Context: an optimization exercise on an open-source flow, tuned for small area. The choices shown serve that exercise and are no tape-out recipe.
Where RTL was checked, it was by simulation tests only, not by an equivalence proof against the original.
For runs 4 to 7, only the layout was checked, not whether the RTL still works.
No activity file was given, so power comes from the tool's default toggle rates.

<file path="flow/design.v">
`timescale 1ns/10ps
`default_nettype none
package sm_data_pkg;
    typedef logic [32-1:0] word_t;
    typedef logic [$clog2(32+1)-1:0] shcnt_t;
    typedef logic [5-1:0] pc_t;
endpackage
`default_nettype wire
`timescale 1ns/10ps
`default_nettype none
package sm_isa_pkg;
    typedef enum logic [15-13:0] {
        OP_JMP       = 3'd0,
        OP_WAIT      = 3'd1,
        OP_IN        = 3'd2,
        OP_OUT       = 3'd3,
        OP_PUSH_PULL = 3'd4,
        OP_MOV       = 3'd5,
        OP_IRQ       = 3'd6,
        OP_SET       = 3'd7
    } opcode_e;
    typedef enum logic [7-5:0] {
        COND_ALWAYS        = 3'd0,
        COND_X_ZERO        = 3'd1,
        COND_X_DEC         = 3'd2,
        COND_Y_ZERO        = 3'd3,
        COND_Y_DEC         = 3'd4,
        COND_X_NE_Y        = 3'd5,
        COND_PIN           = 3'd6,
        COND_OSR_NOT_EMPTY = 3'd7
    } jmp_cond_e;
    typedef enum logic [7-5:0] {
        MOV_PINS = 3'd0,
        MOV_X    = 3'd1,
        MOV_Y    = 3'd2,
        MOV_NULL = 3'd3,
        MOV_EXEC = 3'd4,
        MOV_PC   = 3'd5,
        MOV_ISR  = 3'd6,
        MOV_OSR  = 3'd7
    } mov_opnd_e;
    typedef enum logic [7-5:0] {
        OUT_X    = 3'd1,
        OUT_Y    = 3'd2,
        OUT_NULL = 3'd3
    } out_dest_e;
    typedef struct packed {
        opcode_e                             op;
        logic [13-7-2:0]   delay;
        logic [7-5:0]    dst;
        logic [4-0:0]  operand;
    } instr_t;
endpackage
`default_nettype wire
`timescale 1ns/10ps
`default_nettype none
module sm_top (
    input  logic               clk,
    input  logic               rst,
    input  sm_isa_pkg::instr_t instruction,
    output sm_data_pkg::pc_t   pc,
    input  logic               shift_dir,
    input  sm_data_pkg::word_t tx_data,
    input  logic               tx_valid,
    output logic               tx_ready,
    output sm_data_pkg::word_t rx_data,
    output logic               rx_valid,
    input  logic               rx_ready
);
    logic [2:0]  op;
    logic [2:0]  dst;
    logic [4:0]  opnd;
    assign op   = instruction[15:13];
    assign dst  = instruction[7:5];
    assign opnd = instruction[4:0];
    logic [31:0] x, y, osr;
    logic        y_valid, osr_valid;
    logic [5:0]  cnt;
    logic [31:0] mem [4];
    logic [1:0]  rd_ptr, wr_ptr;
    logic [2:0]  count;
    assign rx_data  = x;
    assign tx_ready = !count[2];
    assign rx_valid = (op == 3'd4) && !dst[2];
    logic fifo_empty;
    assign fifo_empty = (count == 3'd0);
    logic is_jmp, is_out, is_pull, is_mov, is_set;
    assign is_jmp  = (op == 3'd0);
    assign is_out  = (op == 3'd3) && !dst[2] && (dst[1:0] != 2'd0);
    assign is_pull = (op == 3'd4) && dst[2];
    assign is_mov  = (op == 3'd5);
    assign is_set  = (op == 3'd7);
    logic src_ok;
    assign src_ok = (opnd[2:0] == 3'd1) || (opnd[2:0] == 3'd2) ||
                    (opnd[2:0] == 3'd3) || (opnd[2:0] == 3'd7);
    logic bx, by, bo;
    always_comb begin
        bx = 1'b0;
        by = 1'b0;
        bo = 1'b0;
        if (is_jmp) begin
            bx = (dst == 3'd1) || (dst == 3'd2) || (dst == 3'd5);
            by = ((dst == 3'd3) || (dst == 3'd4)) && y_valid;
        end else if (is_mov) begin
            bx = (opnd[2:0] == 3'd1);
            by = (opnd[2:0] == 3'd2) && y_valid;
            bo = (opnd[2:0] == 3'd7) && osr_valid;
        end else if (is_pull) begin
            bx = 1'b1;
        end else if (is_out) begin
            bo = shift_dir && osr_valid;
        end
    end
    logic pop, stall, push;
    assign pop   = is_pull && !fifo_empty;
    assign stall = (op == 3'd4) && dst[0] && (dst[2] ? fifo_empty : !rx_ready);
    assign push  = tx_valid && !count[2];
    logic o_b;
    assign o_b = (is_pull && fifo_empty && !dst[0]) || (is_mov && src_ok && dst == 3'd7);
    logic load;
    assign load = pop || o_b;
    logic [4:0] ramt;
    logic [5:0] nfield;
    assign ramt   = is_out ? (shift_dir ? (5'd0 - opnd) : opnd) : 5'd0;
    assign nfield = is_out ? {(opnd == 5'd0) || !osr_valid, opnd} : {load || !osr_valid, 5'd0};
    logic [31:0] b, zlow, nrot, lowmask, keep;
    logic        b_zero;
    sm_zpre u_zpre (.b(b), .zlow(zlow), .zero(b_zero));
    logic [31:0] r1, r2, r3, r4;
    sm_rstage #(.K(1))  u_r0 (.a(osr), .s(ramt[0]), .y(r1));
    sm_rstage #(.K(2))  u_r1 (.a(r1),  .s(ramt[1]), .y(r2));
    sm_rstage #(.K(4))  u_r2 (.a(r2),  .s(ramt[2]), .y(r3));
    sm_rstage #(.K(8))  u_r3 (.a(r3),  .s(ramt[3]), .y(r4));
    sm_rstage #(.K(16)) u_r4 (.a(r4),  .s(ramt[4]), .y(nrot));
    sm_therm u_therm (.n(nfield), .lt(lowmask));
    sm_keep  u_keep  (.lowmask(lowmask), .dir(shift_dir), .keep(keep));
    logic x_ne_y;
    sm_neq u_neq (.a(x), .b(y), .ne(x_ne_y));
    logic [6:0] cnt_sum;
    logic [5:0] cnt_sat;
    assign cnt_sum = {1'b0, cnt} + {1'b0, (opnd == 5'd0), opnd};
    assign cnt_sat = (cnt_sum >= 7'd32) ? 6'd32 : cnt_sum[5:0];
    logic take_jump;
    always_comb begin
        case (dst)
            3'd0: take_jump = 1'b1;
            3'd1: take_jump = b_zero;
            3'd2: take_jump = !b_zero;
            3'd3: take_jump = b_zero;
            3'd4: take_jump = !b_zero;
            3'd5: take_jump = y_valid ? x_ne_y : !b_zero;
            3'd6: take_jump = 1'b0;
            default: take_jump = !cnt[5];
        endcase
    end
    logic [4:0] pc_next;
    assign pc_next = stall ? pc : ((is_jmp && take_jump) ? opnd : pc + 5'd1);
    logic w_b, w_dec, w_outl, w_outr, w_set;
    assign w_b    = is_mov && src_ok;
    assign w_dec  = is_jmp;
    assign w_outl = is_out && !shift_dir && osr_valid;
    assign w_outr = is_out && shift_dir;
    assign w_set  = is_set;
    logic wx, wy;
    assign wx = (is_jmp && dst == 3'd2) || ((is_out || is_set) && dst == 3'd1) ||
                (is_mov && src_ok && dst == 3'd1);
    assign wy = (is_jmp && dst == 3'd4) || ((is_out || is_set) && dst == 3'd2) ||
                (is_mov && src_ok && dst == 3'd2);
    logic [3:0] rsel;
    always_comb begin
        for (int k = 0; k < 4; k++) rsel[k] = pop && (rd_ptr == 2'(k));
    end
    logic [31:0] w, x_next, osr_next;
    for (genvar i = 0; i < 32; i++) begin : g_bit
        sm_bsel u_bsel (
            .x(x[i]), .y(y[i]), .osr(osr[i]), .bx(bx), .by(by), .bo(bo), .b(b[i])
        );
        if (i < 5) begin : g_low
            sm_wsel_imm u_wsel (
                .b(b[i]), .zlow(zlow[i]), .nrot(nrot[i]), .lm(lowmask[i]), .imm(opnd[i]),
                .w_b(w_b), .w_dec(w_dec), .w_outl(w_outl), .w_outr(w_outr), .w_set(w_set),
                .w(w[i])
            );
        end else begin : g_high
            sm_wsel u_wsel (
                .b(b[i]), .zlow(zlow[i]), .nrot(nrot[i]), .lm(lowmask[i]),
                .w_b(w_b), .w_dec(w_dec), .w_outl(w_outl), .w_outr(w_outr),
                .w(w[i])
            );
        end
        sm_hmux u_xmux (.s(wx), .a(w[i]), .h(x[i]), .y(x_next[i]));
        sm_omux u_omux (
            .e0(mem[0][i]), .e1(mem[1][i]), .e2(mem[2][i]), .e3(mem[3][i]), .rsel(rsel),
            .b(b[i]), .o_b(o_b), .nrot(nrot[i]), .keep(keep[i]), .y(osr_next[i])
        );
    end
    always_ff @(posedge clk or posedge rst) begin
        if (rst) begin
            pc  <= '0;
            x   <= '0;
            y_valid   <= 1'b0;
            osr_valid <= 1'b0;
            cnt <= 6'd32;
        end else begin
            pc  <= pc_next;
            x   <= x_next;
            if (wy) y_valid <= 1'b1;
            osr_valid <= 1'b1;
            if (load)        cnt <= 6'd0;
            else if (is_out) cnt <= cnt_sat;
        end
    end
    always_ff @(posedge clk) begin
        osr <= osr_next;
        if (wy) y <= w;
    end
    assign wr_ptr = rd_ptr + count[1:0];
    always_ff @(posedge clk) begin
        if (push) begin
            mem[wr_ptr] <= tx_data;
        end
    end
    always_ff @(posedge clk or posedge rst) begin
        if (rst) begin
            rd_ptr <= '0;
            count  <= '0;
        end else begin
            if (pop)  rd_ptr <= rd_ptr + 2'd1;
            case ({push, pop})
                2'b10:   count <= count + 3'd1;
                2'b01:   count <= count - 3'd1;
                default: count <= count;
            endcase
        end
    end
endmodule
module sm_bsel (
    input  logic x,
    input  logic y,
    input  logic osr,
    input  logic bx,
    input  logic by,
    input  logic bo,
    output logic b
);
    assign b = (bx & x) | (by & y) | (bo & osr);
endmodule
module sm_zpre (
    input  logic [31:0] b,
    output logic [31:0] zlow,
    output logic        zero
);
    logic [8:0] gz;
    assign gz[0] = 1'b1;
    for (genvar g = 0; g < 8; g++) begin : g_grp
        assign gz[g+1]      = gz[g] & ~|b[4*g+3:4*g];
        assign zlow[4*g]    = gz[g];
        assign zlow[4*g+1]  = gz[g] & ~b[4*g];
        assign zlow[4*g+2]  = gz[g] & ~|b[4*g+1:4*g];
        assign zlow[4*g+3]  = gz[g] & ~|b[4*g+2:4*g];
    end
    assign zero = gz[8];
endmodule
module sm_rstage #(
    parameter int K = 1
) (
    input  logic [31:0] a,
    input  logic        s,
    output logic [31:0] y
);
    logic [31:0] r;
    assign r = {a[31-K:0], a[31:32-K]};
    for (genvar i = 0; i < 32; i++) begin : g_bit
        assign y[i] = ~(s ? r[i] : a[i]);
    end
endmodule
module sm_therm (
    input  logic [5:0]  n,
    output logic [31:0] lt
);
    logic [1:0]  l1;
    logic [3:0]  l2;
    logic [7:0]  l3;
    logic [15:0] l4;
    logic        n54;
    assign l1  = {1'b0, n[0]};
    assign n54 = n[5] | n[4];
    for (genvar j = 0; j < 2; j++) begin : g_l2
        assign l2[j]   = n[1] | l1[j];
        assign l2[j+2] = n[1] & l1[j];
    end
    for (genvar j = 0; j < 4; j++) begin : g_l3
        assign l3[j]   = n[2] | l2[j];
        assign l3[j+4] = n[2] & l2[j];
    end
    for (genvar j = 0; j < 8; j++) begin : g_l4
        assign l4[j]   = n[3] | l3[j];
        assign l4[j+8] = n[3] & l3[j];
    end
    for (genvar j = 0; j < 16; j++) begin : g_l5
        assign lt[j]    = n54 | l4[j];
        assign lt[j+16] = n[5] | (n[4] & l4[j]);
    end
endmodule
module sm_keep (
    input  logic [31:0] lowmask,
    input  logic        dir,
    output logic [31:0] keep
);
    for (genvar i = 0; i < 32; i++) begin : g_bit
        assign keep[i] = ~(dir ? lowmask[31-i] : lowmask[i]);
    end
endmodule
module sm_neq (
    input  logic [31:0] a,
    input  logic [31:0] b,
    output logic        ne
);
    assign ne = (a != b);
endmodule
module sm_wsel (
    input  logic b,
    input  logic zlow,
    input  logic nrot,
    input  logic lm,
    input  logic w_b,
    input  logic w_dec,
    input  logic w_outl,
    input  logic w_outr,
    output logic w
);
    assign w = (w_b & b) | (w_dec & (b ^ zlow)) | (w_outr & b & lm) | (w_outl & ~nrot & lm);
endmodule
module sm_wsel_imm (
    input  logic b,
    input  logic zlow,
    input  logic nrot,
    input  logic lm,
    input  logic imm,
    input  logic w_b,
    input  logic w_dec,
    input  logic w_outl,
    input  logic w_outr,
    input  logic w_set,
    output logic w
);
    assign w = (w_b & b) | (w_dec & (b ^ zlow)) | (w_outr & b & lm) | (w_outl & ~nrot & lm) |
               (w_set & imm);
endmodule
module sm_hmux (
    input  logic s,
    input  logic a,
    input  logic h,
    output logic y
);
    assign y = s ? a : h;
endmodule
module sm_omux (
    input  logic       e0,
    input  logic       e1,
    input  logic       e2,
    input  logic       e3,
    input  logic [3:0] rsel,
    input  logic       b,
    input  logic       o_b,
    input  logic       nrot,
    input  logic       keep,
    output logic       y
);
    assign y = (rsel[0] & e0) | (rsel[1] & e1) | (rsel[2] & e2) | (rsel[3] & e3) |
               (o_b & b) | (~nrot & keep);
endmodule
`default_nettype wire
</file>
<file path="flow/flow/run.sh">
#!/bin/bash
# The standard layout, with two changes: the port buffers are the smallest
# buffer cell, and clock tree synthesis adds no dummy loads.
set -euo pipefail
export BUFFER_PORTS_ARGS="-buffer_cell sky130_fd_sc_hd__buf_1"
export CTS_ARGS="-sink_clustering_enable -repair_clock_nets -dont_use_dummy_load"
bash standard.sh > standard.log 2>&1
</file>
<file path="flow/standard.sh">
#!/bin/bash
# synth_recipe.tcl (not shown) runs the flow's synth.tcl, then flattens the netlist and writes it again
# the make line also repeats each setting of config.mk as NAME=value (left out here)
make -C /OpenROAD-flow-scripts/flow DESIGN_CONFIG=/design/flow/config.mk WORK_HOME=/design/flow/orfs CLKGATE_MAP_FILE= SYNTH_SCRIPT=/design/flow/synth_recipe.tcl "${@:-finish}"
</file>
<file path="flow/config.mk">
export PLATFORM = sky130hd
export DESIGN_NAME = sm_top
export DESIGN_NICKNAME = sm_top
export VERILOG_FILES = /design/flow/design.v
export SDC_FILE = /design/flow/constraint.sdc
export NUM_CORES = 4
export LEC_CHECK = 0
export CAP_MARGIN = 20
export CORE_MARGIN = 2
export CORE_UTILIZATION = 50
export SLEW_MARGIN = 20
export SYNTH_HIERARCHICAL = 1
</file>
<file path="flow/constraint.sdc">
create_clock -name core_clock -period 5.0 [get_ports {clk}]
set_input_delay 1.0000 -clock core_clock [delete_from_list [all_inputs] [get_ports {clk}]]
set_output_delay 1.0000 -clock core_clock [all_outputs]
set_load 0.01 [all_outputs]
</file>
==> results of run 1 <==
## Yosys stat by module (local to each module, per instance), excerpt
module / area (um2) / cells inside / copies in the design / flops+latches
sm_top: 8030 / 425 / 1 / 242
sm_keep: 377 / 36 / 1 / 0
sm_zpre: 353 / 59 / 1 / 0
sm_wsel_imm: 51.3 / 8 / 5 / 0
sm_wsel: 35.0 / 4 / 27 / 0
sm_bsel: 13.8 / 2 / 32 / 0
## final timing paths
kind                           startpoint      end  slack [ns]  depth (start not counted)
hold / removal                 mem[0][26]  osr[26]        0.46                          2
setup / recovery           instruction[5]    x[30]        0.56                         16
max in group asynchronous             rst    x[30]        3.79                          3
hold reg to reg                mem[0][26]  osr[26]        0.46                          2
setup reg to reg                osr_valid    x[30]        1.52                         11
min in group asynchronous             rst    x[16]        0.68                          3
## registers in the layout, indices dropped and copies added (netlist names)
register,count
x,32
pc,5
cnt,6
count,3
mem,128
y,32
osr,32
y_valid,1
rd_ptr,2
osr_valid,1
## layer usage
layer,track usage,wire (um),vias up
li1,-,-,4965
met1,0.411,19900,5453
met2,0.465,20300,390
met3,0.0352,2710,59
met4,0.0634,960,0
met5,0,0,-
## cells by family after synthesis
kind of cell | after synthesis | synth area share
AOI/OAI and AO/OA | 232 | 0.130
xor gates and xnor gates | 71 | 0.0429
adders and majority gates | 20 | 0.0183
buffers and inverters | 96 | 0.0457
DFF | 242 | 0.462
muxes | 231 | 0.171
other | 2 | 0.000518
and+or+nand+nor | 317 | 0.129
## cell usage in the layout, fill, tap and decap left out, drive strengths merged, types with 4 or more instances in the layout
cell type  count
nand4         43
a221o         27
nor3          22
nand2         66
a21o          32
a21boi         4
clkbuf        27
nand3         12
a21oi          6
o21bai         5
a32o           5
a22oi         64
or3            5
nand2b        40
mux2          33
nor2          40
o2111ai        6
nor4          14
mux2i        198
ha            18
dfrtp         49
a222oi        32
dfxtp         32
o21ai         32
xor2          30
nor2b         16
inv           55
edfxtp       160
buf          157
xnor2         41
and2          13
and3b         28
## worst max-delay path: stages
cell	delay (ns)
buf_1	0.08
nor2_1	0.30
nor4_1	0.13
and2_1	0.19
a31oi_1	0.24
nor2b_2	0.10
buf_4	0.22
a222oi_1	0.33
inv_1	0.20
nor4_4	0.43
nand4_2	0.17
buf_4	0.27
nor4b_1	0.42
xor2_1	0.12
a221o_1	0.37
mux2_4	0.26
## final cells by class
type	instances	area (um2)	area share
clock buffers	26	651	0.0402
well taps	384	480	0.0297
inverters	55	206	0.0128
flip-flops and latches	242	6700	0.414
multi-input cells	873	7230	0.447
repair buffers	158	915	0.0565
## power by group through the flow
stage               Clock (mW)  Combinational (mW)  Sequential (mW)
finish                    1.61                1.58             2.81
global route              1.71                1.72             2.84
CTS                       1.65                1.58             2.80
detailed placement           0                1.57             2.84
global placement             0                1.54             2.83
floorplan                    0                1.01             2.80
==> impl_metrics.tcl, run 1 <==
set metrics [dict create \
    status "timing/DRC/antenna clean" \
    pre_cts_slack_ns 0.00171 \
    synth_area_leaders "edfxtp_1 33%, mux2i_1 14%, dfrtp_1 8.5%" \
    drc_errors 0 \
    grt_overflow_total 0 \
    area_growth_pct 11.7 \
    synth_ff_type "edfxtp_1" \
    cp.required_ns 5.41 \
    dp_hpwl_um 31100 \
    place_congestion 0.941 \
    drtIter0Drc 1152 \
    grt_max_degree 51 \
    drv_slew 0 \
    die_height_um 174 \
    clkSinkCount 242 \
    rsz0062_at_grt "false" \
    layoutNonFillerInstCount 1738 \
    yosysMostFrequentCell "mux2i_1" \
    hold_path_class "reg2reg" \
    core_area_mm2 0.0286 \
    cts.htree.levels 1 \
    post-cts-setup-buffers 0 \
    ys_seq_area_frac 0.462 \
    netlist_area_mm2 0.0145 \
    n_antenna_cell 0 \
    die_w_um 174 \
    power_density_mw_per_mm2 371 \
    fill_cells 2479 \
    io_buffers 86 \
    wirelength_um 43800 \
    power_frac_comb 0.264 \
    irDropWorstVdd_uv 311 \
    vias_per_cell 6.25 \
    cts.clk_slew.worst_paths_ns 0.06 \
    max_cap_violations 0 \
    ios 92 \
    cts_resized 0 \
    switchingPower_mw 1.94 \
    layout-drive-gt1-share 0.134 \
    synth.distinct_cells 81 \
    swShare 0.323 \
    power_mw 6.00 \
    ant_nets 0 \
    synth_cells 1211 \
    fin_skew_ns 0.00952 \
    post-route-min-period_ns 4.44 \
    dpl.cell_count 1712 \
    fin_util 0.565 \
    cts_tree "yes" \
    clk_latency_ns 0.53 \
    layout_setup_ws_ns 0.558 \
    synth_area_per_cell_um2 12.0 \
    start_kind "input port" \
    synth-seq-cells 242 \
    first_pass_iters 6 \
    worst_pin_slew_ns 1.04 \
    placed_cell_area_mm2 0.0155 \
    setup_tns_ns 0 \
    p_seq_frac 0.467 \
    synth_fp_nets 1284 \
    ys_warn_count 7 \
    p_leak_nw 6.19 \
    synth_top_area_cell "edfxtp_1" \
    antenna_found_initial 0 \
    rows 62 \
    max-slew-margin-rel 0.307 \
    critical_path.max_fanout 17 \
    synth_common_cells "198 x mux2i_1, 160 x edfxtp_1, 66 x nand2_1, 64 x a22oi_1, 54 x inv_1" \
    clk_path_buf_depth 3 \
    start_util 0.506 \
    hold_ws_ns 0.456 \
    p_int_mw 4.07 \
    nets 1429 \
    synth_edf_count 160 \
    dieArea_mm2 0.0303 \
    async_flop_share 0.207 \
    netlist.area_leader.share 0.332 \
    cts_hold_buf 0 \
    wire_per_inst_um 25.2 \
    critPathKind "in2reg" \
    finalSetupViolCount 0 \
    arrival_ns 4.85 \
    track_usage 0.286 \
    cts_buffers 26 \
    root_buffer "clkbuf_16" \
    grt_pass1_wl_um 66000 \
    end_kind "flip-flop" \
    pwr-share-clk 0.269 \
    grt_pass1_vias 10621 \
    final-hold-violation-count 0 \
    design_area_mm2 0.0162 \
    max_freq_ghz 0.225 \
    fin_crit_sh 0.888 \
    num_vias 10867 \
]
==> run 2, diff against run 1 <==
==> flow/flow/run.sh (replaced) <==
#!/bin/bash
# The standard layout, with these changes: the port buffers are the
# smallest buffer cell; clock tree synthesis uses small clock buffers and adds
# no dummy loads; after global routing, gates off the critical paths are
# downsized (ORFS power recovery).
set -euo pipefail
export BUFFER_PORTS_ARGS="-buffer_cell sky130_fd_sc_hd__buf_1"
export CTS_ARGS="-sink_clustering_enable -repair_clock_nets -dont_use_dummy_load -buf_list {sky130_fd_sc_hd__clkbuf_4 sky130_fd_sc_hd__clkbuf_8}"
export RECOVER_POWER=100
bash standard.sh > standard.log 2>&1
==> run 2 against run 1 <==
Now fails the layout checks on capacitance limit, slew limit. Sequential cell count unchanged. Combinational power is 3% lower. Via count is 0.61% higher. Total power fell by 3.1%. Final cell count up 0.92%. Critical path type unchanged. Largest power group unchanged. Highest routed layer unchanged.
==> impl_metrics.tcl, run 2 <==
set metrics [dict create \
    status "finished with violations" \
    so_faults "capacitance limit, slew limit" \
    synth_fp_nets 1284 \
    wirelength_um 44000 \
    synth_edf_count 160 \
    vias_per_cell 6.23 \
    final-hold-violation-count 0 \
    dieArea_mm2 0.0303 \
    placed_cell_area_mm2 0.0155 \
    root_buffer "clkbuf_8" \
    cts_buffers 42 \
    regToRegSetupSlack_ns 1.36 \
    core_area_mm2 0.0286 \
    max-slew-margin-rel -1.24 \
    r2r-start "osr_valid" \
    largest_register_ffs 128 \
    p_leak_nw 6.11 \
    netlist_area_mm2 0.0145 \
    cp_common_cell "nor4_1" \
    cts.htree.levels 2 \
    grt_pass1_wl_um 66100 \
    synth_area_leaders "edfxtp_1 33%, mux2i_1 14%, dfrtp_1 8.5%" \
    rsz0062_at_grt "false" \
    timing.rr.end "pc[4]" \
    clk_latency_ns 0.57 \
    worst_pin_slew_ns 3.35 \
    layout_commonest_cell "mux2i_1" \
    crit_path_end "pc[4]" \
    top_register "mem" \
    synth.distinct_cells 81 \
    start_util 0.506 \
    grt_max_degree 51 \
    area_growth_pct 9.73 \
    clkSinkCount 242 \
    fin_crit_sh 0.912 \
    ys_warn_count 7 \
    synth_top_area_cell "edfxtp_1" \
    wire_per_inst_um 25.1 \
    dpl.cell_count 1712 \
    ios 92 \
    post-route-min-period_ns 4.56 \
    first_pass_iters 6 \
    drtIter0Drc 1128 \
    reg2reg_depth 12 \
    post-cts-setup-buffers 0 \
    cp_cell_sequence "buf_1 > nor2_1 > nor4_1 > and2_0 > a31oi_1 > nor2b_2 > clkbuf_2 > a222oi_1 > inv_1 > nor4_1 > nand3_1 > nor4_1 > buf_4 > o21ai_1 > o211ai_2 > mux2i_1 > a2bb2oi_1" \
    design_area_mm2 0.0159 \
    num_vias 10933 \
    die_height_um 174 \
    irDropWorstVdd_uv 236 \
    yosysMostFrequentCell "mux2i_1" \
    power_density_mw_per_mm2 366 \
    n_antenna_cell 0 \
    final_cell_mix "198 x mux2i_1, 160 x edfxtp_1, 83 x buf_1" \
    max_stage_delay_ns 0.53 \
    critPathKind "in2reg" \
    drc_errors 0 \
    ant_nets 0 \
    track_usage 0.287 \
    layout-drive-gt1-share 0.107 \
    ys_seq_area_frac 0.462 \
    cts_hold_buf 0 \
    drv_slew 217 \
    fin_skew_ns 0.0606 \
    async_flop_share 0.207 \
    die_w_um 174 \
    max_freq_ghz 0.219 \
    clk_path_buf_depth 3 \
    synth_ff_type "edfxtp_1" \
    cts_tree "yes" \
    place_congestion 0.941 \
    synth_area_per_cell_um2 12.0 \
    hold_path_class "reg2reg" \
    cts_resized 0 \
    grt_overflow_total 0 \
    end_kind "flip-flop" \
    synth-seq-cells 242 \
    cts.clk_slew.worst_paths_ns 0.06 \
    cp.required_ns 5.38 \
    max_cap_violations 6 \
    fill_cells 2569 \
    grt_pass1_vias 10754 \
    crit_start "instruction[5]" \
    arrival_ns 4.94 \
    io_buffers 86 \
    setup_tns_ns 0 \
    crit_slowest_cell "nor4_1" \
    netlist.area_leader.share 0.332 \
    fin_util 0.555 \
    synth_cells 1211 \
    start_kind "input port" \
    nets 1445 \
    layoutNonFillerInstCount 1754 \
    rows 62 \
    synth_common_cells "198 x mux2i_1, 160 x edfxtp_1, 66 x nand2_1, 64 x a22oi_1, 54 x inv_1" \
    finalSetupViolCount 0 \
    critical_path.max_fanout 14 \
    antenna_found_initial 0 \
    dp_hpwl_um 31100 \
]
## run 2: cell counts after synthesis
No cell type changed its count.
## run 2: metrics by stage
stage          setup slack, ns  power [mW]  hold WS (ns)
6_report                 0.441        5.82         0.451
5_1_grt                 0.0977        6.10         0.466
4_1_cts                  0.558        5.88         0.457
3_5_place_dp           0.00171        4.41         0.445
3_3_place_gp            0.0864        4.37         0.440
2_1_floorplan           0.0761        3.81         0.434
## run 2: worst min path at each step
stage	start	to	cells after the start
2_1_floorplan	mem[0][0]	osr[0]	2
3_3_place_gp	mem[0][27]	osr[27]	2
3_5_place_dp	mem[0][26]	osr[26]	2
4_1_cts	mem[0][28]	osr[28]	2
5_1_grt	mem[0][31]	osr[31]	2
6_report	mem[0][28]	osr[28]	2
## run 2: Yosys stat by module, one instance, submodules excluded, a selection
module	cell area [um2]	times used	flops+latches	cells inside
sm_zpre	353	1	0	59
sm_omux	31.3	32	0	5
sm_bsel	13.8	32	0	2
sm_hmux	15.0	32	0	1
sm_therm	370	1	0	64
sm_wsel	35.0	27	0	4
sm_neq	347	1	0	43
sm_top	8030	1	242	425
sm_wsel_imm	51.3	5	0	8
sm_keep	377	1	0	36
## run 2: cells by family (layout without fill, tap and decap cells)
family,count (synthesis),in the layout,share of synthesized area
xor+xnor,71,71,0.0429
mux,231,231,0.171
other cells,2,2,0.000518
simple gates,317,317,0.129
compound gates,232,232,0.130
fa+ha+maj,20,20,0.0183
flops,242,242,0.462
buf+inv,96,255,0.0457
## run 2: final cells by class
type | count | area, um2 | area share
inverters | 55 | 206 | 0.0130
well taps | 384 | 480 | 0.0302
multi-input cells | 873 | 7050 | 0.444
flip-flops and latches | 242 | 6700 | 0.421
clock buffers | 42 | 578 | 0.0364
repair buffers | 158 | 882 | 0.0555
## run 2: critical path: cells and delay by family
| family | cells | cell delay, ns |
|---|---|---|
| multiplexers | 1 | 0.24 |
| AND/OR/NAND/NOR | 7 | 1.80 |
| AO/OA/AOI/OAI | 5 | 1.21 |
| buffers and inverters | 4 | 0.68 |
## run 2: metal layers
metal	track usage	vias up	wire length, um
met3	0.0405	63	2810
met2	0.459	400	20000
li1	-	4985	-
met5	0	-	0
met4	0.0742	0	1080
met1	0.411	5485	20100
## run 2: report_power, final
part	switching, mW	internal [mW]	leakage, nW
registers	0.241	2.59	2.37
clock network	0.721	0.738	0.302
logic	0.979	0.553	3.44
==> run 3, diff against run 2 <==
==> flow/flow/run.sh (replaced) <==
#!/bin/bash
# The standard layout, with two changes: the port buffers are the
# smallest buffer cell, and clock tree synthesis uses small clock buffers in
# small clusters and adds no dummy loads.
set -euo pipefail
export BUFFER_PORTS_ARGS="-buffer_cell sky130_fd_sc_hd__buf_1"
export CTS_ARGS="-sink_clustering_enable -repair_clock_nets -dont_use_dummy_load -buf_list {sky130_fd_sc_hd__clkbuf_4} -sink_clustering_size 8 -sink_clustering_max_diameter 40"
bash standard.sh > standard.log 2>&1
==> run 3 against run 2 <==
Now clean on timing, DRC and antenna. Via count is 0.43% lower. Critical endpoint unchanged. Clock skew is 0.011 ns higher. Non-clock buffer count stayed put. Final area is 0.39% lower. Final cell count hardly changed. Global-route usage is 0.052 points higher. Combinational power is 3% higher. Synthesized cell count stayed put. Register-to-register slack better by 0.11 ns.
==> impl_metrics.tcl, run 3 <==
set metrics [dict create \
    area_growth_pct 9.30 \
    async_flop_share 0.207 \
    wire_per_inst_um 25.0 \
    irDropWorstVdd_uv 240 \
    synth.distinct_cells 81 \
    root_buffer "clkbuf_4" \
    grt_max_degree 51 \
    io_buffers 86 \
    nets 1443 \
    synth_area_per_cell_um2 12.0 \
    num_vias 10886 \
    power_mw 5.40 \
    cp_common_cell "nor4_1" \
    synth-seq-cells 242 \
    final-hold-violation-count 0 \
    dieArea_mm2 0.0303 \
    post-route-min-period_ns 4.41 \
    drc_errors 0 \
    critPathKind "in2reg" \
    cts_tree "yes" \
    layoutNonFillerInstCount 1753 \
    layout_setup_ws_ns 0.594 \
    synth_edf_count 160 \
    cp.required_ns 5.47 \
    rsz0062_at_grt "false" \
    cts_hold_buf 0 \
    start_util 0.506 \
    max_freq_ghz 0.227 \
    synth_fp_nets 1284 \
    largest_register_ffs 128 \
    clkSinkCount 242 \
    ys_warn_count 7 \
    cts.clk_slew.worst_paths_ns 0.09 \
    finalSetupViolCount 0 \
    status "timing/DRC/antenna clean" \
    ios 92 \
    dp_hpwl_um 31100 \
    power_density_mw_per_mm2 341 \
    netlist.area_leader.share 0.332 \
    grt_pass1_wl_um 66100 \
    multi_input_area_mm2 0.00723 \
    pre_cts_slack_ns 0.00171 \
    place_congestion 0.941 \
    clk_latency_ns 0.67 \
    arrival_ns 4.87 \
    ys_seq_area_frac 0.462 \
    cts_resized 0 \
    die_height_um 174 \
    vias_per_cell 6.21 \
    max_stage_delay_ns 0.53 \
    cts_buffers 40 \
    synth_area_leaders "edfxtp_1 33%, mux2i_1 14%, dfrtp_1 8.5%" \
    reg2reg_depth 12 \
    die_w_um 174 \
    synth_common_cells "198 x mux2i_1, 160 x edfxtp_1, 66 x nand2_1, 64 x a22oi_1, 54 x inv_1" \
    track_usage 0.288 \
    synth_ff_type "edfxtp_1" \
    drtIter0Drc 1169 \
    end_kind "flip-flop" \
    top_register "mem" \
    drv_slew 0 \
    min_path_cells 2 \
    layout_commonest_cell "mux2i_1" \
    final_cell_mix "198 x mux2i_1, 160 x edfxtp_1, 85 x buf_1" \
    synth_cells 1211 \
    cts.htree.levels 2 \
    first_pass_iters 5 \
    clk_path_buf_depth 3 \
    fin_crit_sh 0.881 \
    fin_skew_ns 0.0720 \
    worst_pin_slew_ns 1.07 \
    max_cap_violations 0 \
    netlist_area_mm2 0.0145 \
    post-cts-setup-buffers 0 \
    seq_area_mm2 0.00670 \
    crit_slowest_cell "nor4_1" \
    rows 62 \
    ant_nets 0 \
    dpl.cell_count 1712 \
    yosysMostFrequentCell "mux2i_1" \
    p_leak_nw 6.06 \
    synth_top_area_cell "edfxtp_1" \
    core_area_mm2 0.0286 \
    fin_util 0.553 \
    cp_cell_sequence "buf_1 > nor2_1 > nor4_1 > and2_1 > a31oi_1 > nor2b_2 > buf_4 > a222oi_1 > inv_1 > nor4_1 > nand3_1 > nor4_1 > buf_4 > o21ai_1 > o211ai_2 > mux2i_1 > a2bb2oi_1" \
    antenna_found_initial 1 \
    layout-drive-gt1-share 0.143 \
    max-slew-margin-rel 0.287 \
    wirelength_um 43800 \
    critical_path.max_fanout 14 \
    grt_overflow_total 0 \
    fill_cells 2548 \
    grt_pass1_vias 10735 \
    setup_tns_ns 0 \
    start_kind "input port" \
    hold_path_class "reg2reg" \
]
-- run 3: changes by cell type in the layout (fill, tap and decap cells not counted), sizes merged --
cell | previous run | this run
clkinv | 1 | 0
buf | 146 | 157
clkbuf | 54 | 41
inv | 54 | 55
diode | 0 | 1
-- run 3: cell type report --
cell class,count,share of cell area
Antenna cell,1,0.000158
Clock buffer,40,0.0190
Inverter,55,0.0130
Multi-Input combinational cell,873,0.457
Sequential cell,242,0.423
Tap cell,384,0.0303
Timing Repair Buffer,158,0.0578
-- run 3: path summary, 6_finish.rpt --
kind | slack [ns] | startpoint | to
min | 0.44 | mem[0][13] | osr[13]
max | 0.59 | instruction[5] | pc[4]
min in group asynchronous | 0.54 | rst | x[20]
max reg2reg | 1.47 | y_valid | pc[4]
min reg2reg | 0.44 | mem[0][13] | osr[13]
max in group asynchronous | 3.88 | rst | pc[3]
-- run 3: Yosys stat by module, one instance, submodules excluded, a selection --
| module | cells inside | area, um2 |
|---|---|---|
| sm_neq | 43 | 347 |
| sm_zpre | 59 | 353 |
| sm_hmux | 1 | 15.0 |
| sm_therm | 64 | 370 |
| sm_omux | 5 | 31.3 |
| sm_keep | 36 | 377 |
| sm_wsel | 4 | 35.0 |
| sm_top | 425 | 8030 |
| sm_bsel | 2 | 13.8 |
| sm_wsel_imm | 8 | 51.3 |
-- run 3: logic make-up (layout without fill, tap and decap cells) --
kind of cell | after synthesis | after routing | synth area share
AO/OA/AOI/OAI | 232 | 232 | 0.130
XOR/XNOR | 71 | 71 | 0.0429
adder cells (fa/ha/maj) | 20 | 20 | 0.0183
buffers and inverters | 96 | 253 | 0.0457
flip-flops | 242 | 242 | 0.462
multiplexers | 231 | 231 | 0.171
other | 2 | 3 | 0.000518
AND/OR/NAND/NOR | 317 | 317 | 0.129
-- run 3: critical path: cells and delay by family --
kind	cells	cell delay (ns)
AOI/OAI and AO/OA	5	1.17
muxes	1	0.24
and+or+nand+nor	7	1.83
buffers and inverters	4	0.61
-- run 3: report_power, final --
| part | internal [mW] | switching (mW) | leakage [nW] |
|---|---|---|---|
| clock | 0.367 | 0.654 | 0.184 |
| combinational | 0.598 | 0.986 | 3.50 |
| sequential | 2.56 | 0.241 | 2.37 |
| total | 3.52 | 1.88 | 6.06 |
-- run 3: metrics by stage --
step / hold slack, ns / instance area (um2)
detailed placement: 0.445 / 15500
finish: 0.444 / 15800
floorplan: 0.434 / 14500
CTS: 0.452 / 15800
global placement: 0.440 / 15500
global route: 0.469 / 15800
-- run 3: per-layer routing --
layer	global-route usage	up-vias	share of wire
met5	0	-	0
met4	0.0795	0	0.026
met3	0.0385	71	0.070
met2	0.460	416	0.46
met1	0.411	5391	0.45
li1	-	5008	-
==> run 4, diff against run 3 <==
--- a/flow/design.v
+++ b/flow/design.v
@@ -138,6 +138,6 @@
     sm_neq u_neq (.a(x), .b(y), .ne(x_ne_y));
-    logic [6:0] cnt_sum;
+    logic [5:0] cnt_sum;
     logic [5:0] cnt_sat;
-    assign cnt_sum = {1'b0, cnt} + {1'b0, (opnd == 5'd0), opnd};
-    assign cnt_sat = (cnt_sum >= 7'd32) ? 6'd32 : cnt_sum[5:0];
+    assign cnt_sum = {1'b0, cnt[4:0]} + {1'b0, opnd};
+    assign cnt_sat = {cnt[5] || cnt_sum[5] || (opnd == 5'd0), cnt_sum[4:0]};
     logic take_jump;
==> run 4 against run 3 <==
Wire length decreased by 2.1%. Via count fell by 0.15%. Clock power shrank 4%. Worst setup slack lost 0.064 ns. Highest routed layer unchanged.
==> impl_metrics.tcl, run 4 <==
set metrics [dict create \
    status "timing/DRC/antenna clean" \
    grt_max_degree 51 \
    antenna_found_initial 1 \
    layout_commonest_cell "mux2i_1" \
    clk_latency_ns 0.66 \
    dpl.cell_count 1724 \
    end_kind "flip-flop" \
    root_buffer "clkbuf_4" \
    ys_seq_area_frac 0.463 \
    async_flop_share 0.207 \
    max_freq_ghz 0.224 \
    synth_ff_type "edfxtp_1" \
    grt_pass1_vias 10543 \
    drtIter0Drc 1014 \
    synth_fp_nets 1300 \
    ys_warn_count 7 \
    dp_hpwl_um 31300 \
    synth-compound-area-share 0.128 \
    fin_skew_ns 0.0724 \
    core_area_mm2 0.0286 \
    post-cts-setup-buffers 0 \
    synthAdderAreaFrac 0.0181 \
    critPathTopFamily "compound AO/OA/AOI/OAI gates" \
    critPathKind "in2reg" \
    synth.distinct_cells 78 \
    start_kind "input port" \
    pre_cts_slack_ns 0.00133 \
    synth_top_area_cell "edfxtp_1" \
    first_pass_iters 5 \
    synth-xor-area-share 0.0417 \
    ant_nets 0 \
    rsz0062_at_grt "false" \
    area_growth_pct 9.62 \
    layoutNonFillerInstCount 1764 \
    max-slew-margin-rel 0.331 \
    netlist_area_mm2 0.0145 \
    grt_overflow_total 0 \
    cts_resized 0 \
    finalSetupViolCount 0 \
    num_vias 10870 \
    arrival_ns 4.99 \
    setup_tns_ns 0 \
    synth_area_per_cell_um2 11.8 \
    cts.htree.levels 2 \
    synth_area_leaders "edfxtp_1 33%, mux2i_1 13%, dfrtp_1 8.5%" \
    clkSinkCount 242 \
    synth_cells 1228 \
    largest_register_ffs 128 \
    wire_per_inst_um 24.3 \
    place_congestion 0.974 \
    start_util 0.506 \
    yosysMostFrequentCell "mux2i_1" \
    vias_per_cell 6.16 \
    synth-seq-cells 242 \
    fin_crit_sh 0.894 \
    track_usage 0.285 \
    hold_path_class "reg2reg" \
    max_stage_delay_ns 0.46 \
    cts_tree "yes" \
    netlist.area_leader.share 0.332 \
    layout_setup_ws_ns 0.530 \
    cp_cell_sequence "buf_1 > nor3b_1 > a221oi_1 > a31oi_4 > buf_4 > a222oi_1 > inv_1 > nor4_1 > buf_4 > nand3_1 > nor4_2 > buf_4 > o21ai_0 > o22ai_1 > nand2_1 > a311oi_1" \
    ios 92 \
    drv_slew 0 \
    fill_cells 2516 \
    synth_common_cells "194 x mux2i_1, 160 x edfxtp_1, 77 x nand2_1, 65 x a22oi_1, 57 x inv_1" \
    synth_mux_area_frac 0.168 \
    layout-drive-gt1-share 0.139 \
    critical_path.max_fanout 9 \
    worst_pin_slew_ns 1.00 \
    io_buffers 86 \
    synth_top_family_by_area "multiplexers" \
    cp_common_cell "buf_4" \
    cp.required_ns 5.52 \
    crit_slowest_cell "nor4_1" \
    irDropWorstVdd_uv 250 \
    dieArea_mm2 0.0303 \
    final_cell_mix "194 x mux2i_1, 160 x edfxtp_1, 85 x buf_1" \
    cts.clk_slew.worst_paths_ns 0.08 \
    nets 1452 \
    power_density_mw_per_mm2 337 \
    synth_edf_count 160 \
    cts_buffers 38 \
    p_leak_nw 6.00 \
    final-hold-violation-count 0 \
    post-route-min-period_ns 4.47 \
    cts_hold_buf 0 \
    top_register "mem" \
    synth-simple-area-share 0.133 \
    crit_buf_inv 5 \
    rows 62 \
    max_cap_violations 0 \
    die_w_um 174 \
    design_area_mm2 0.0159 \
    grt_pass1_wl_um 65800 \
    die_height_um 174 \
    drc_errors 0 \
    wirelength_um 42900 \
    clk_path_buf_depth 3 \
    placed_cell_area_mm2 0.0156 \
]
==> run 4: cell count changes after synthesis, sizes merged, moves of 4 or more <==
cell    before  now
mux2i      198  194
a32o         5    0
o211ai       2    7
clkbuf       0    7
nand2       66   77
a21boi       4    0
a211o        1    6
o21ai       32   25
nand4       43   49
nor2        40   34
==> run 4: tightest hold or removal path, stage by stage (launching register included) <==
cell and delay, ns:
edfxtp_1 0.33, nand2_1 0.05, nand4_1 0.07
==> run 4: per-module statistics from Yosys (local to each module, per instance), excerpt <==
module       flip-flops and latches  cells inside  cell area [um2]  times used
sm_omux                           0             5             31.3          32
sm_therm                          0            64              370           1
sm_wsel_imm                       0             8             51.3           5
sm_bsel                           0             2             13.8          32
sm_hmux                           0             1             15.0          32
sm_wsel                           0             4             35.0          27
sm_top                          242           442             8020           1
sm_keep                           0            36              377           1
sm_neq                            0            43              347           1
sm_zpre                           0            59              353           1
==> run 4: layout make-up <==
cell class                 count  area, um2  area share
sequential                   242       6700       0.422
antenna                        2       5.00    0.000315
inverter                      58        218      0.0137
clock buffer                  38        285      0.0180
multi-input combinational    879       7210       0.454
tap                          384        480      0.0303
timing repair buffer         161        975      0.0614
==> run 4: final timing paths <==
kind                                 startpoint      end  slack [ns]  depth (start not counted)
worst max-delay path            instruction[15]    pc[0]        0.53                         16
worst min-delay path                 mem[0][10]  osr[10]        0.45                          2
worst max register to register        osr_valid    pc[0]        1.42                         14
worst min register to register       mem[0][10]  osr[10]        0.45                          2
max in group asynchronous                   rst   cnt[2]        3.91                          3
min in group asynchronous                   rst    x[13]        0.53                          3
==> run 4: cell families (layout without fill, tap and decap cells) <==
logic type                 after synthesis  in the layout
adders and majority gates               20             20
and+or+nand+nor                        329            329
AOI/OAI and AO/OA                      232            232
muxes                                  227            227
DFF                                    242            242
other                                    2              4
xor gates and xnor gates                69             69
buffers and inverters                  107            257
==> run 4: metal layers <==
metal / global-route usage / part of all wire / vias to the layer above
li1: - / - / 5060
met1: 0.416 / 0.46 / 5386
met2: 0.457 / 0.46 / 367
met3: 0.0374 / 0.061 / 57
met4: 0.0574 / 0.016 / 0
met5: 0 / 0 / -
==> run 4: through the flow <==
stage / total power [mW] / hold slack (ns) / utilization
floorplan: 3.79 / 0.434 / -
global placement: 4.36 / 0.443 / 0.544
detailed placement: 4.40 / 0.446 / 0.544
CTS: 5.38 / 0.454 / 0.554
global route: 5.64 / 0.459 / 0.554
finish: 5.34 / 0.445 / 0.554
==> run 4: power by group <==
| group | switching [mW] | leakage, nW | total (mW) | internal (mW) |
|---|---|---|---|---|
| Clock | 0.629 | 0.175 | 0.978 | 0.349 |
| Sequential | 0.225 | 2.37 | 2.77 | 2.55 |
| Combinational | 0.991 | 3.45 | 1.59 | 0.601 |
| Total | 1.84 | 6.00 | 5.34 | 3.50 |
==> run 5, diff against run 4 <==
--- a/flow/config.mk
+++ b/flow/config.mk
@@ -9,3 +9,3 @@
 export CORE_MARGIN = 2
-export CORE_UTILIZATION = 50
+export CORE_UTILIZATION = 60
 export SLEW_MARGIN = 20
==> run 5 against run 4 <==
Wire length is 0.68% lower. Largest cell class unchanged. Register-to-register slack better by 0.03 ns. Largest power group unchanged. Count of clock-buffer cells in the layout rose by 4. Critical endpoint is now x[27]. Die area decreased by 16%.
==> impl_metrics.tcl, run 5 <==
set metrics [dict create \
    first_pass_iters 6 \
    netlist_area_mm2 0.0145 \
    place_congestion 1.07 \
    cp.required_ns 5.49 \
    synth_common_cells "194 x mux2i_1, 160 x edfxtp_1, 77 x nand2_1, 65 x a22oi_1, 57 x inv_1" \
    track_usage 0.338 \
    crit_slowest_cell "nor4_4" \
    grt_max_degree 51 \
    synth_cells 1228 \
    cts.htree.levels 2 \
    pre_cts_slack_ns 0.127 \
    final-hold-violation-count 0 \
    start_kind "input port" \
    synth_fp_nets 1300 \
    yosysMostFrequentCell "mux2i_1" \
    synth_top_area_cell "edfxtp_1" \
    max_freq_ghz 0.232 \
    netlist.area_leader.share 0.332 \
    p_leak_nw 6.16 \
    cp_cell_sequence "buf_1 > nor2_1 > nor4_1 > a32oi_1 > nor3_4 > buf_12 > a222oi_1 > inv_1 > nor4_4 > nand4_2 > buf_12 > nor3_1 > xor2_1 > a221o_1 > mux2_4" \
    max_stage_delay_ns 0.53 \
    clk_path_buf_depth 3 \
    multi_input_area_mm2 0.00721 \
    clkSinkCount 242 \
    cts_buffers 42 \
    ys_warn_count 7 \
    cts_resized 0 \
    drc_errors 0 \
    cts_tree "yes" \
    root_buffer "clkbuf_4" \
    cp_common_cell "buf_12" \
    hold_ws_ns 0.434 \
    largest_register_ffs 128 \
    max-slew-margin-rel 0.268 \
    ios 92 \
    rsz0062_at_grt "false" \
    io_buffers 86 \
    layout_commonest_cell "mux2i_1" \
    worst_pin_slew_ns 1.10 \
    grt_pass1_wl_um 65700 \
    layout_setup_ws_ns 0.693 \
    cts_hold_buf 0 \
    synth.distinct_cells 78 \
    arrival_ns 4.79 \
    die_height_um 159 \
    synth_edf_count 160 \
    hold_path_class "reg2reg" \
    final_cell_mix "194 x mux2i_1, 160 x edfxtp_1, 87 x buf_4" \
    setup_tns_ns 0 \
    cts.clk_slew.worst_paths_ns 0.09 \
    drtIter0Drc 1355 \
    vias_per_cell 6.50 \
    seq_area_mm2 0.00670 \
    wire_per_inst_um 24.7 \
    rows 56 \
    fin_util 0.680 \
    layout-drive-gt1-share 0.156 \
    power_density_mw_per_mm2 340 \
    post-cts-setup-buffers 0 \
    num_vias 11210 \
    finalSetupViolCount 0 \
    async_flop_share 0.207 \
    critPathTopFamily "simple AND/OR/NAND/NOR gates" \
    synth_area_per_cell_um2 11.8 \
    start_util 0.613 \
    grt_pass1_vias 11054 \
    fin_skew_ns 0.0632 \
    fill_cells 1845 \
    crit_buf_inv 4 \
    nets 1479 \
    synth_ff_type "edfxtp_1" \
    synth_area_leaders "edfxtp_1 33%, mux2i_1 13%, dfrtp_1 8.5%" \
    synth-seq-cells 242 \
    post-route-min-period_ns 4.31 \
    ys_seq_area_frac 0.463 \
    wirelength_um 42600 \
    ant_nets 0 \
    dieArea_mm2 0.0254 \
    die_w_um 159 \
    max_cap_violations 0 \
    area_growth_pct 10.8 \
    critPathKind "in2reg" \
    grt_overflow_total 0 \
    status "timing/DRC/antenna clean" \
    antenna_found_initial 1 \
    end_kind "flip-flop" \
    dp_hpwl_um 31000 \
    critical_path.max_fanout 14 \
    clk_latency_ns 0.66 \
    drv_slew 0 \
    core_area_mm2 0.0236 \
    irDropWorstVdd_uv 265 \
    top_register "mem" \
    fin_crit_sh 0.861 \
]
run 5: cell counts after synthesis:
Identical to the previous run, type by type.
run 5: report_power, final:
part	switching [mW]	internal [mW]
Sequential	0.228	2.55
Clock	0.647	0.384
Combinational	1.01	0.643
run 5: worst min-delay path, delay by kind of cell, from the launching register on:
family / cells / cell delay [ns]
flops: 1 / 0.32
simple gates: 2 / 0.12
run 5: area by class of cell:
class / count / share of cell area
timing repair buffer: 184 / 0.0751
antenna: 1 / 0.000156
multi-input combinational: 879 / 0.449
sequential: 242 / 0.417
tap: 319 / 0.0249
clock buffer: 42 / 0.0196
inverter: 58 / 0.0136
run 5: path summary, 6_finish.rpt:
check	from	endpoint	slack, ns	cells after the start
min in group asynchronous	rst	pc[2]	0.55	3
hold reg to reg	mem[0][31]	osr[31]	0.43	2
setup reg to reg	y_valid	x[27]	1.45	11
max in group asynchronous	rst	x[28]	3.90	3
hold / removal	mem[0][31]	osr[31]	0.43	2
setup / recovery	instruction[6]	x[27]	0.69	15
run 5: modules after synthesis, one instance, submodules excluded, excerpt:
module       times used  area [um2]  flops+latches  cells
sm_wsel              27        35.0              0      4
sm_zpre               1         353              0     59
sm_omux              32        31.3              0      5
sm_top                1        8020            242    442
sm_hmux              32        15.0              0      1
sm_bsel              32        13.8              0      2
sm_wsel_imm           5        51.3              0      8
sm_neq                1         347              0     43
sm_therm              1         370              0     64
sm_keep               1         377              0     36
run 5: routing by layer:
layer | global-route usage | part of all wire | vias to the layer above
met5 | 0 | 0 | -
met4 | 0.117 | 0.030 | 0
met1 | 0.477 | 0.42 | 5476
met3 | 0.0583 | 0.086 | 80
li1 | - | - | 5113
met2 | 0.531 | 0.46 | 541
run 5: stage by stage:
| step | power [mW] | cells | instance area (um2) |
|---|---|---|---|
| 6_report | 5.46 | 1725 | 16000 |
| 5_1_grt | 5.75 | 1725 | 16000 |
| 4_1_cts | 5.47 | 1724 | 16000 |
| 3_5_place_dp | 4.45 | 1682 | 15700 |
| 3_3_place_gp | 4.37 | 1681 | 15700 |
| 2_1_floorplan | 3.79 | 1228 | 14500 |
run 5: kinds of logic after synthesis:
family                   count (synthesis)  share of synthesized area
flip-flops                             242                      0.463
adder cells (fa/ha/maj)                 20                     0.0181
buffers and inverters                  107                     0.0482
multiplexers                           227                      0.168
AO/OA/AOI/OAI                          232                      0.128
other                                    2                   0.000519
XOR/XNOR                                69                     0.0417
AND/OR/NAND/NOR                        329                      0.133
==> run 6, diff against run 5 <==
==> flow/flow/run.sh (replaced) <==
#!/bin/bash
# The standard layout, with these changes: ABC sizes the gates for a
# small load at module boundaries (the design is synthesized module by module),
# the port buffers are the smallest buffer cell, and clock tree synthesis uses
# small clock buffers in small clusters and adds no dummy loads.
set -euo pipefail
export BUFFER_PORTS_ARGS="-buffer_cell sky130_fd_sc_hd__buf_1"
export CTS_ARGS="-sink_clustering_enable -repair_clock_nets -dont_use_dummy_load -buf_list {sky130_fd_sc_hd__clkbuf_4} -sink_clustering_size 8 -sink_clustering_max_diameter 40"
bash standard.sh ABC_LOAD_IN_FF=0.01 finish > standard.log 2>&1
--- a/flow/config.mk
+++ b/flow/config.mk
@@ -9,3 +9,3 @@
 export CORE_MARGIN = 2
-export CORE_UTILIZATION = 60
+export CORE_UTILIZATION = 50
 export SLEW_MARGIN = 20
==> run 6 against run 5 <==
Still clean on timing, DRC and antenna. Area after synthesis down 0.49%. Non-clock buffer count is 6 lower. Final cell count is 3.5% higher. Highest routed layer unchanged. Largest cell class unchanged.
==> impl_metrics.tcl, run 6 <==
set metrics [dict create \
    status "timing/DRC/antenna clean" \
    yosysMostFrequentCell "mux2i_1" \
    synth_edf_count 160 \
    final-hold-violation-count 0 \
    rows 62 \
    finalSetupViolCount 0 \
    cts_buffers 42 \
    dp_hpwl_um 30900 \
    nets 1473 \
    grt_pass1_vias 10634 \
    cp.required_ns 5.52 \
    synth_area_leaders "edfxtp_1 33%, mux2i_1 13%, dfrtp_1 8.5%" \
    power_density_mw_per_mm2 340 \
    netlist_area_mm2 0.0144 \
    dieArea_mm2 0.0302 \
    ys_warn_count 7 \
    num_vias 11035 \
    cts.clk_slew.worst_paths_ns 0.09 \
    arrival_ns 5.04 \
    track_usage 0.285 \
    root_buffer "clkbuf_4" \
    fin_util 0.556 \
    synth-seq-cells 242 \
    synth_area_per_cell_um2 11.8 \
    setup_tns_ns 0 \
    start_kind "input port" \
    max_cap_violations 0 \
    layout_setup_ws_ns 0.472 \
    hold_ws_ns 0.446 \
    clk_path_buf_depth 3 \
    area_growth_pct 10.2 \
    wirelength_um 43200 \
    cts_tree "yes" \
    drv_slew 0 \
    rsz0062_at_grt "false" \
    cts.htree.levels 2 \
    netlist.area_leader.share 0.334 \
    grt_overflow_total 0 \
    top_register "mem" \
    layout_commonest_cell "mux2i_1" \
    end_kind "flip-flop" \
    io_buffers 86 \
    layout-drive-gt1-share 0.120 \
    async_flop_share 0.207 \
    synth_fp_nets 1298 \
    drtIter0Drc 1072 \
    fin_skew_ns 0.118 \
    core_area_mm2 0.0285 \
    synth_ff_type "edfxtp_1" \
    die_w_um 174 \
    synth_top_area_cell "edfxtp_1" \
    die_height_um 174 \
    first_pass_iters 6 \
    worst_pin_slew_ns 1.03 \
    wire_per_inst_um 24.2 \
    critical_path.max_fanout 25 \
    irDropWorstVdd_uv 225 \
    place_congestion 0.954 \
    max_freq_ghz 0.221 \
    grt_max_degree 51 \
    clk_latency_ns 0.70 \
    synth_common_cells "194 x mux2i_1, 160 x edfxtp_1, 77 x nand2_1, 65 x a22oi_1, 58 x inv_1" \
    post-cts-setup-buffers 0 \
    fill_cells 2590 \
    max-slew-margin-rel 0.311 \
    largest_register_ffs 128 \
    synth_cells 1226 \
    pre_cts_slack_ns -0.221 \
    fin_crit_sh 0.906 \
    ios 92 \
    antenna_found_initial 1 \
    cts_resized 0 \
    grt_pass1_wl_um 65400 \
    vias_per_cell 6.18 \
    ant_nets 0 \
    hold_path_class "reg2reg" \
    clkSinkCount 242 \
    synth.distinct_cells 76 \
    drc_errors 0 \
    start_util 0.505 \
    critPathKind "in2reg" \
    final_cell_mix "194 x mux2i_1, 160 x edfxtp_1, 85 x buf_1, 85 x buf_4, 77 x nand2_1" \
    p_leak_nw 6.09 \
    cts_hold_buf 0 \
    ys_seq_area_frac 0.465 \
    post-route-min-period_ns 4.53 \
]
run 6: cell count changes in the layout (fill, tap and decap cells not counted), moves of 2 or more:
cell     previous run  this run
nor2b_2             6         1
and2_1             14        11
and2_0              0         3
mux2_4             32         0
o21ai_2             6         1
o21ai_0            10        18
nor2b_1             9        14
o21ai_1             9         6
buf_12             10         7
mux2_1              0        32
buf_4              87        85
nor3_2              6         4
run 6: area by class of cell:
| type | count | area, um2 | share of cell area |
|---|---|---|---|
| Antenna cell | 2 | 5.00 | 0.000315 |
| Timing Repair Buffer | 178 | 1100 | 0.0695 |
| Tap cell | 384 | 480 | 0.0303 |
| Inverter | 58 | 218 | 0.0137 |
| Sequential cell | 242 | 6700 | 0.422 |
| Multi-Input combinational cell | 879 | 7050 | 0.444 |
| Clock buffer | 42 | 315 | 0.0199 |
run 6: per-module statistics from Yosys, one instance, submodules excluded, excerpt:
module       copies in the design  flops+latches
sm_wsel                        27              0
sm_hmux                        32              0
sm_keep                         1              0
sm_top                          1            242
sm_therm                        1              0
sm_bsel                        32              0
sm_zpre                         1              0
sm_omux                        32              0
sm_neq                          1              0
sm_wsel_imm                     5              0
run 6: final timing paths:
check / start / endpoint / slack [ns] / cells past startpoint
worst max-delay path: instruction[14] / pc[0] / 0.47 / 15
worst min-delay path: mem[0][2] / osr[2] / 0.45 / 2
worst max register to register: y_valid / pc[0] / 1.52 / 12
worst min register to register: mem[0][2] / osr[2] / 0.45 / 2
max in group asynchronous: rst / cnt[1] / 3.88 / 3
min in group asynchronous: rst / x[13] / 0.52 / 3
run 6: critical path, cell delays in order:
cell	delay [ns]
buf_1	0.34
nand3b_1	0.20
nor2_1	0.07
a221oi_1	0.41
a31oi_4	0.26
a222oi_1	0.46
inv_1	0.13
nor4_4	0.46
nand4_2	0.24
nor4_2	0.48
buf_4	0.20
maj3_1	0.18
o22a_1	0.30
nor3_1	0.09
a311oi_1	0.21
run 6: kinds of logic after synthesis:
group,synth area share
compound gates,0.128
xor+xnor,0.0419
fa+ha+maj,0.0182
buf+inv,0.0543
flops,0.465
mux,0.161
other cells,0.000521
simple gates,0.131
run 6: metrics by stage:
| stage | instances | instance area (um2) | power, mW |
|---|---|---|---|
| floorplan | 1226 | 14400 | 3.75 |
| global placement | 1741 | 15500 | 4.35 |
| detailed placement | 1741 | 15500 | 4.38 |
| CTS | 1783 | 15900 | 5.43 |
| global route | 1785 | 15900 | 5.69 |
| finish | 1785 | 15900 | 5.39 |
run 6: layer usage:
layer | GRT usage | vias to the layer above | wire, um | part of all wire
met3 | 0.0428 | 79 | 2660 | 0.062
met2 | 0.458 | 419 | 19900 | 0.46
met1 | 0.400 | 5440 | 19400 | 0.45
li1 | - | 5097 | - | -
met4 | 0.0868 | 0 | 1290 | 0.030
met5 | 0 | - | 0 | 0
run 6: power by group:
group	internal, mW	total, mW	switching (mW)	leakage (nW)
logic	0.588	1.58	0.991	3.53
clock network	0.384	1.04	0.659	0.193
registers	2.55	2.77	0.222	2.37
==> run 7, diff against run 6 <==
--- a/flow/design.v
+++ b/flow/design.v
@@ -76,6 +76,5 @@
     logic [31:0] x, y, osr;
-    logic        y_valid, osr_valid;
     logic [5:0]  cnt;
     logic [31:0] mem [4];
-    logic [1:0]  rd_ptr, wr_ptr;
+    logic [1:0]  wr_ptr, rd_ptr;
     logic [2:0]  count;
@@ -101,8 +100,8 @@
         if (is_jmp) begin
-            bx = (dst == 3'd1) || (dst == 3'd2) || (dst == 3'd5);
-            by = ((dst == 3'd3) || (dst == 3'd4)) && y_valid;
+            bx = (dst == 3'd1) || (dst == 3'd2);
+            by = (dst == 3'd3) || (dst == 3'd4);
         end else if (is_mov) begin
             bx = (opnd[2:0] == 3'd1);
-            by = (opnd[2:0] == 3'd2) && y_valid;
-            bo = (opnd[2:0] == 3'd7) && osr_valid;
+            by = (opnd[2:0] == 3'd2);
+            bo = (opnd[2:0] == 3'd7);
         end else if (is_pull) begin
@@ -110,3 +109,3 @@
         end else if (is_out) begin
-            bo = shift_dir && osr_valid;
+            bo = shift_dir;
         end
@@ -124,3 +123,3 @@
     assign ramt   = is_out ? (shift_dir ? (5'd0 - opnd) : opnd) : 5'd0;
-    assign nfield = is_out ? {(opnd == 5'd0) || !osr_valid, opnd} : {load || !osr_valid, 5'd0};
+    assign nfield = is_out ? {(opnd == 5'd0), opnd} : {load, 5'd0};
     logic [31:0] b, zlow, nrot, lowmask, keep;
@@ -138,6 +137,6 @@
     sm_neq u_neq (.a(x), .b(y), .ne(x_ne_y));
-    logic [5:0] cnt_sum;
+    logic [6:0] cnt_sum;
     logic [5:0] cnt_sat;
-    assign cnt_sum = {1'b0, cnt[4:0]} + {1'b0, opnd};
-    assign cnt_sat = {cnt[5] || cnt_sum[5] || (opnd == 5'd0), cnt_sum[4:0]};
+    assign cnt_sum = {1'b0, cnt} + {1'b0, (opnd == 5'd0), opnd};
+    assign cnt_sat = (cnt_sum >= 7'd32) ? 6'd32 : cnt_sum[5:0];
     logic take_jump;
@@ -150,3 +149,3 @@
             3'd4: take_jump = !b_zero;
-            3'd5: take_jump = y_valid ? x_ne_y : !b_zero;
+            3'd5: take_jump = x_ne_y;
             3'd6: take_jump = 1'b0;
@@ -160,3 +159,3 @@
     assign w_dec  = is_jmp;
-    assign w_outl = is_out && !shift_dir && osr_valid;
+    assign w_outl = is_out && !shift_dir;
     assign w_outr = is_out && shift_dir;
@@ -172,3 +171,3 @@
     end
-    logic [31:0] w, x_next, osr_next;
+    logic [31:0] w, x_next, y_next, osr_next;
     for (genvar i = 0; i < 32; i++) begin : g_bit
@@ -191,2 +190,3 @@
         sm_hmux u_xmux (.s(wx), .a(w[i]), .h(x[i]), .y(x_next[i]));
+        sm_hmux u_ymux (.s(wy), .a(w[i]), .h(y[i]), .y(y_next[i]));
         sm_omux u_omux (
@@ -200,4 +200,4 @@
             x   <= '0;
-            y_valid   <= 1'b0;
-            osr_valid <= 1'b0;
+            y   <= '0;
+            osr <= '0;
             cnt <= 6'd32;
@@ -206,4 +206,4 @@
             x   <= x_next;
-            if (wy) y_valid <= 1'b1;
-            osr_valid <= 1'b1;
+            y   <= y_next;
+            osr <= osr_next;
             if (load)        cnt <= 6'd0;
@@ -213,7 +213,2 @@
     always_ff @(posedge clk) begin
-        osr <= osr_next;
-        if (wy) y <= w;
-    end
-    assign wr_ptr = rd_ptr + count[1:0];
-    always_ff @(posedge clk) begin
         if (push) begin
@@ -224,2 +219,3 @@
         if (rst) begin
+            wr_ptr <= '0;
             rd_ptr <= '0;
@@ -227,2 +223,3 @@
         end else begin
+            if (push) wr_ptr <= wr_ptr + 2'd1;
             if (pop)  rd_ptr <= rd_ptr + 2'd1;
==> flow/run.sh (new file) <==
#!/bin/bash
# synth_recipe.tcl (not shown) runs the flow's synth.tcl, then flattens the netlist and writes it again
# the make line also repeats each setting of config.mk as NAME=value (left out here)
make -C /OpenROAD-flow-scripts/flow DESIGN_CONFIG=/design/flow/config.mk WORK_HOME=/design/flow/orfs CLKGATE_MAP_FILE= SYNTH_SCRIPT=/design/flow/synth_recipe.tcl finish
removed: flow/flow/run.sh
removed: flow/standard.sh
==> run 7 against run 6 <==
Utilization increased by 5.0 points. Non-clock buffer count increased by 19. Critical path depth grew 1. Synthesized cell count rose by 1.1%. Worst hold slack gained 0.017 ns. Wire length is 4.4% higher. Sequential share of layout area is 4.8 points lower. Largest power group unchanged.
==> impl_metrics.tcl, run 7 <==
set metrics [dict create \
    layout_setup_ws_ns 0.436 \
    clk_latency_ns 0.56 \
    area_growth_pct 19.5 \
    seq_area_mm2 0.00670 \
    ys_seq_area_frac 0.447 \
    synth_fp_nets 1315 \
    final_cell_mix "199 x mux2i_1, 128 x edfxtp_1, 113 x dfrtp_1" \
    placed_cell_area_mm2 0.0170 \
    max_cap_violations 0 \
    reg2reg_depth 11 \
    cts.htree.levels 1 \
    pwr-share-clk 0.266 \
    clk_path_buf_depth 3 \
    grt_pass1_vias 10707 \
    start_kind "input port" \
    synth_area_leaders "edfxtp_1 26%, dfrtp_1 19%, mux2i_1 13%" \
    cts_hold_buf 0 \
    setup_tns_ns 0 \
    dpl.cell_count 1783 \
    worst_pin_slew_ns 0.967 \
    irDropWorstVdd_uv 318 \
    power_frac_comb 0.345 \
    die_height_um 177 \
    switchingPower_mw 2.76 \
    num_vias 11269 \
    end_kind "flip-flop" \
    drtIter0Drc 1266 \
    p_int_mw 5.02 \
    antenna_found_initial 0 \
    core_area_mm2 0.0296 \
    drv_slew 0 \
    design_area_mm2 0.0179 \
    fin_crit_sh 0.913 \
    whs_endpoint "osr[20]" \
    start_util 0.507 \
    wirelength_um 45100 \
    synth_edf_count 128 \
    synth_top_area_cell "edfxtp_1" \
    async_flop_share 0.471 \
    ios 92 \
    power_density_mw_per_mm2 435 \
    cts_buffers 26 \
    dieArea_mm2 0.0314 \
    netlist.area_leader.share 0.257 \
    min_path_cells 2 \
    netlist_area_mm2 0.0150 \
    dp_hpwl_um 33000 \
    wire_per_inst_um 24.6 \
    cts.clk_slew.worst_paths_ns 0.06 \
    fin_util 0.606 \
    final-hold-violation-count 0 \
    p_seq_frac 0.389 \
    synth.distinct_cells 76 \
    swShare 0.355 \
    arrival_ns 5.00 \
    vias_per_cell 6.15 \
    rsz0062_at_grt "false" \
    root_buffer "clkbuf_16" \
    grt_pass1_wl_um 68000 \
    layout-drive-gt1-share 0.184 \
    regToRegSetupSlack_ns 1.65 \
    status "timing/DRC/antenna clean" \
    cts_tree "yes" \
    synth_common_cells "199 x mux2i_1, 128 x edfxtp_1, 113 x dfrtp_1, 70 x nand2_1, 65 x a22oi_1" \
    synth_cells 1239 \
    first_pass_iters 7 \
    multi_input_area_mm2 0.00775 \
    synth-seq-cells 242 \
    nets 1497 \
    clkSinkCount 242 \
    place_congestion 0.943 \
]
[run 7: worst max-delay path by stage]
| stage | slack [ns] | startpoint | depth (start not counted) | to |
|---|---|---|---|---|
| 2_1_floorplan | -0.22 | instruction[13] | 14 | pc[4] |
| 3_3_place_gp | 0.04 | instruction[0] | 16 | pc[4] |
| 3_5_place_dp | -0.07 | instruction[0] | 17 | pc[4] |
| 4_1_cts | 0.46 | instruction[0] | 16 | pc[4] |
| 5_1_grt | 0.35 | instruction[0] | 16 | pc[4] |
| 6_report | 0.44 | instruction[0] | 16 | pc[4] |
[run 7: power groups by stage]
stage | Combinational, mW | Sequential, mW | Clock (mW)
after global routing | 2.91 | 3.05 | 2.19
after global placement | 2.62 | 3.03 | 0
after CTS | 2.67 | 3.00 | 2.10
after floorplan | 1.69 | 2.83 | 0
after detailed placement | 2.65 | 3.03 | 0
final | 2.69 | 3.03 | 2.07
[run 7: logic make-up (layout without fill, tap and decap cells)]
family | count (synthesis) | in the layout | share of synthesized area
xor gates and xnor gates | 70 | 70 | 0.0409
and+or+nand+nor | 312 | 312 | 0.123
AOI/OAI and AO/OA | 227 | 227 | 0.126
other | 1 | 1 | 0.000250
adders and majority gates | 24 | 24 | 0.0209
muxes | 263 | 263 | 0.197
DFF | 242 | 242 | 0.447
buffers and inverters | 100 | 302 | 0.0451
[run 7: area by class of cell]
| type | instances | share of cell area |
|---|---|---|
| clock inverters | 10 | 0.0101 |
| repair buffers | 197 | 0.101 |
| flip-flops and latches | 242 | 0.374 |
| inverters | 57 | 0.0121 |
| multi-input cells | 897 | 0.433 |
| well taps | 390 | 0.0273 |
| clock buffers | 38 | 0.0422 |
[run 7: critical path: stages]
cell and delay, ns:
clkdlybuf4s50_1 0.55, inv_1 0.08, ha_1 0.19, nor2b_1 0.14, a32o_1 0.29, buf_12 0.17
a222oi_1 0.36, inv_1 0.16, or3_4 0.42, nand2b_4 0.26, nor4_4 0.24, maj3_2 0.26
nor2_4 0.04, o221ai_4 0.29, mux2i_1 0.30, o2bb2a_4 0.19
[run 7: stage by stage]
stage / hold WS, ns / total power [mW]
after global routing: 0.492 / 8.16
final: 0.463 / 7.78
after detailed placement: 0.451 / 5.68
after CTS: 0.465 / 7.77
after floorplan: 0.441 / 4.52
after global placement: 0.450 / 5.64
[run 7: Yosys stat by module, one instance, submodules excluded, excerpt]
module | copies in the design | cells inside
sm_keep | 1 | 36
sm_neq | 1 | 43
sm_bsel | 32 | 2
sm_therm | 1 | 64
sm_wsel | 27 | 4
sm_wsel_imm | 5 | 8
sm_top | 1 | 421
sm_zpre | 1 | 59
sm_omux | 32 | 5
sm_hmux | 64 | 1
[run 7: per-layer routing]
layer,vias to the layer above,share of wire,global-route usage
met4,0,0.024,0.0723
met5,-,0,0
met1,5594,0.46,0.450
met3,57,0.090,0.0569
li1,5139,-,-
met2,479,0.42,0.417

Check on run 7: ideal ports give 0.436 ns setup slack; a clkbuf_16 on the clock port and buf_2 on the inputs give 0.465 ns; moving port delays by the midpoint clock arrival (0.601 ns) as well gives -0.136 ns.
